Background: an optimization exercise with open tools, aiming at small area, a short achievable clock period and few clock cycles per item. Do not read the settings as production practice. Function was checked by simulation only, so behaviour that the tests miss may differ from the original. Power and IR drop assume default switching activity.

Setup of v58:
==> flow/design.v (excerpt) <==
module risc_integer_execute_unit_core #(
  parameter int unsigned Xlen = rieu_pkg::XLEN
) (
  input  wire logic            clk_i,
  input  wire logic            rst_ni,
  input  wire logic            in_valid_i,
  output logic                 in_ready_o,
  input  wire logic [5:0]      mode_i,
  input  wire logic [5:0]      function_code_i,
  input  wire logic [Xlen-1:0] operand_a_i,
  input  wire logic [Xlen-1:0] operand_b_i,
  input  wire logic [15:0]     immediate_i,
  input  wire logic [4:0]      shift_amount_i,
  input  wire logic [Xlen-1:0] syscall_code_i,
  output logic                 out_valid_o,
  input  wire logic            out_ready_i,
  output logic [Xlen-1:0]      result_o,
  output logic                 result_valid_o,
  output logic [Xlen-1:0]      hi_value_o,
  output logic [Xlen-1:0]      lo_value_o,
  output logic                 halt_o,
  output logic                 unsupported_o
);
For scale: about 2900 cells after synthesis, roughly 120 flip-flops.
export LEC_CHECK = 0
export CAP_MARGIN = 30
export CELL_PAD_IN_SITES_DETAIL_PLACEMENT = 1
export CELL_PAD_IN_SITES_GLOBAL_PLACEMENT = 1
export CORE_MARGIN = 2
export CORE_UTILIZATION = 35
export CTS_BUF_LIST = sky130_fd_sc_hd__clkbuf_4 sky130_fd_sc_hd__clkbuf_8
export CTS_CLUSTER_SIZE = 20
export GPL_TIMING_DRIVEN = 1
export PLACE_DENSITY = 0.5
export SETUP_SLACK_MARGIN = 0.9
export SLEW_MARGIN = 20
create_clock -name core_clock -period 6.0 [get_ports {clk_i}]
standard.sh (not shown) runs the stock make flow with config.mk's settings and CLKGATE_MAP_FILE= SYNTH_SCRIPT=/design/flow/synth_recipe.tcl, a recipe that flattens the netlist after the stock synthesis.
==> flow/flow/run.sh <==
#!/bin/bash
# The standard layout, with a 1x buffer (instead of the default delay buffer)
# on every port, and timing-driven global placement that does not keep the
# resizer's trial buffers.
set -euo pipefail
export BUFFER_PORTS_ARGS="-buffer_cell sky130_fd_sc_hd__buf_1"
export GPL_KEEP_OVERFLOW=0
bash standard.sh > standard_make.log 2>&1
v58: full flow OK, the timing, design-rule and antenna checks passed
Testbench counts of v58, summed over its fixed seeds: cycles 29,781, items 16,000.
diff inputs: v58 => v17
# v58
export LEC_CHECK = 0
export CAP_MARGIN = 30
export CELL_PAD_IN_SITES_DETAIL_PLACEMENT = 1
export CELL_PAD_IN_SITES_GLOBAL_PLACEMENT = 1
export CORE_MARGIN = 2
export CORE_UTILIZATION = 35
export CTS_BUF_LIST = sky130_fd_sc_hd__clkbuf_4 sky130_fd_sc_hd__clkbuf_8
export CTS_CLUSTER_SIZE = 20
export GPL_TIMING_DRIVEN = 1
export PLACE_DENSITY = 0.5
export SETUP_SLACK_MARGIN = 0.9
export SLEW_MARGIN = 20
create_clock -name core_clock -period 6.0 [get_ports {clk_i}]
# v17
export LEC_CHECK = 0
export CAP_MARGIN = 30
export CELL_PAD_IN_SITES_DETAIL_PLACEMENT = 1
export CELL_PAD_IN_SITES_GLOBAL_PLACEMENT = 1
export CORE_MARGIN = 2
export CORE_UTILIZATION = 40
export CTS_BUF_LIST = sky130_fd_sc_hd__clkbuf_4 sky130_fd_sc_hd__clkbuf_8
export CTS_CLUSTER_SIZE = 20
export GPL_TIMING_DRIVEN = 1
export PLACE_DENSITY = 0.55
export SETUP_SLACK_MARGIN = 0.6
export SLEW_MARGIN = 20
create_clock -name core_clock -period 6.0 [get_ports {clk_i}]
## What came out
- Delta (v17 minus v58): number of standard cells in the final layout excluding fillers shrank by 4.1%, maximum number of pins on one net before global-route repair shrank by 16, sequential share of power grew by 1.5 points.
- Against v58, v17 reports a total routing usage reported by global routing that is higher.
- Re total number of tap cells: v58 was higher than v17.
- Comparing sequential share of layout area for v58 and v17, the bigger number came from v17.
- Critical path depth: v58 and v17 compared, lower one is v17
--- input diff v17..v41 ---
# v17
export LEC_CHECK = 0
export CAP_MARGIN = 30
export CELL_PAD_IN_SITES_DETAIL_PLACEMENT = 1
export CELL_PAD_IN_SITES_GLOBAL_PLACEMENT = 1
export CORE_MARGIN = 2
export CORE_UTILIZATION = 40
export CTS_BUF_LIST = sky130_fd_sc_hd__clkbuf_4 sky130_fd_sc_hd__clkbuf_8
export CTS_CLUSTER_SIZE = 20
export GPL_TIMING_DRIVEN = 1
export PLACE_DENSITY = 0.55
export SETUP_SLACK_MARGIN = 0.6
export SLEW_MARGIN = 20
create_clock -name core_clock -period 6.0 [get_ports {clk_i}]
# v41
export LEC_CHECK = 0
export CAP_MARGIN = 30
export CELL_PAD_IN_SITES_DETAIL_PLACEMENT = 1
export CELL_PAD_IN_SITES_GLOBAL_PLACEMENT = 1
export CORE_MARGIN = 2
export CORE_UTILIZATION = 35
export CTS_BUF_LIST = sky130_fd_sc_hd__clkbuf_4 sky130_fd_sc_hd__clkbuf_8
export CTS_CLUSTER_SIZE = 20
export GPL_TIMING_DRIVEN = 1
export PLACE_DENSITY = 0.5
export SETUP_SLACK_MARGIN = 0.6
export SLEW_MARGIN = 20
create_clock -name core_clock -period 6.0 [get_ports {clk_i}]
Results
- In the flow results for v41 and v17, the final antenna diode count is smaller on v41.
- Changes observed in v41 relative to v17: number of iterations in the first detailed-routing pass decreased 2; share of the cycle needed by the critical path after routing went down.
- v17 -> v41: non-clock inverter instance count of the final layout delta 0, exact match
- Relative to v17, the die span in y of v41 is higher by 6.8%.
- Summary of the comparison: maximum number of pins on one net before global-route repair is lower in v41, relative to v17.
- v41 vs. v17: sequential cell area did not really move; wire length saw an increase; delay contributed by the slowest stage of the critical path went down by 0.02 ns.
- Compared to v17, v41 has number of antenna violations at the first check in global routing 1 lower.
diff inputs: v41 => v1
# v41
export LEC_CHECK = 0
export CAP_MARGIN = 30
export CELL_PAD_IN_SITES_DETAIL_PLACEMENT = 1
export CELL_PAD_IN_SITES_GLOBAL_PLACEMENT = 1
export CORE_MARGIN = 2
export CORE_UTILIZATION = 35
export CTS_BUF_LIST = sky130_fd_sc_hd__clkbuf_4 sky130_fd_sc_hd__clkbuf_8
export CTS_CLUSTER_SIZE = 20
export GPL_TIMING_DRIVEN = 1
export PLACE_DENSITY = 0.5
export SETUP_SLACK_MARGIN = 0.6
export SLEW_MARGIN = 20
create_clock -name core_clock -period 6.0 [get_ports {clk_i}]
# v1
export LEC_CHECK = 0
export CAP_MARGIN = 30
export CELL_PAD_IN_SITES_DETAIL_PLACEMENT = 1
export CELL_PAD_IN_SITES_GLOBAL_PLACEMENT = 1
export CORE_MARGIN = 2
export CORE_UTILIZATION = 35
export CTS_BUF_LIST = sky130_fd_sc_hd__clkbuf_4 sky130_fd_sc_hd__clkbuf_8
export CTS_CLUSTER_SIZE = 20
export GPL_TIMING_DRIVEN = 1
export PLACE_DENSITY = 0.5
export SETUP_SLACK_MARGIN = 0.3
export SLEW_MARGIN = 20
create_clock -name core_clock -period 6.0 [get_ports {clk_i}]
==> flow/flow/run.sh <==
#!/bin/bash
# The standard layout, with a 1x buffer (instead of the default delay buffer) on every port.
set -euo pipefail
export BUFFER_PORTS_ARGS="-buffer_cell sky130_fd_sc_hd__buf_1"
bash standard.sh > standard_make.log 2>&1
--- outcome ---
The flow did not stop early for v41: all stages ran, and the layout cleared the timing, design-rule and antenna checks.
The final layout from v1, which completed every stage, passed the timing, design-rule and antenna checks at the end of the flow.
Between v41 and v1, the core utilization of the finished layout is higher for v41.
v41 → v1: number of cells on the critical path now smaller, share of total power in combinational logic saw an increase.
v41 and v1 ended up with nearly the same global-route usage.
v1 ends up with a area occupied by multi-input gates that is about 4.7% lower than in v41.
Clock group share of total power down 0.3 points in v1 wrt v41
v41 consumes more power than v1.
Summary — number of buffers outside the clock class in the layout, v1 relative to v41: higher, by 98.
Multi-input combinational cell count across v41 and v1: no real change.
Going from v41 to v1, non-filler instance count after layout grew by a few percent.
v1 has less setup slack than v41.

-- port drivers added, routing unchanged --
In the flow no input, the clock included, has a driving cell. The finished layouts below were timed again as built, in two steps. Step 1 assumes that a clkbuf_16 drives the clock port and a buf_2 every other input. Step 2 times the ports against the registers' clock, not the clock port: input delays grow and output delays shrink by t, the midpoint of the rising clock arrivals with the driver on. Three values: no drivers, after step 1, after step 2; two values: the first two.
run | t (ns) | setup WS [ns] | hold WS [ns] | slew at the worst register clock pin (ns) | cell pins on the clock port's net
v58 | 0.635 | 0.783 / 0.783 / 0.400 | 0.499 / 0.499 / 0.499 | 0.11 / 0.11 | 1
v17 | 0.632 | 0.533 / 0.533 / 0.187 | 0.504 / 0.504 / 0.504 | 0.11 / 0.11 | 1
v41 | 0.599 | 0.669 / 0.669 / 0.134 | 0.518 / 0.518 / 0.518 | 0.10 / 0.10 | 1
v1 | 0.635 | 0.392 / 0.392 / 0.023 | 0.507 / 0.507 / 0.507 | 0.10 / 0.10 | 1
After both steps every run listed still meets setup and hold. For v41, which loses most, drivers alone change the setup slack by 0.000 ns; drivers and shift together by -0.535 ns.
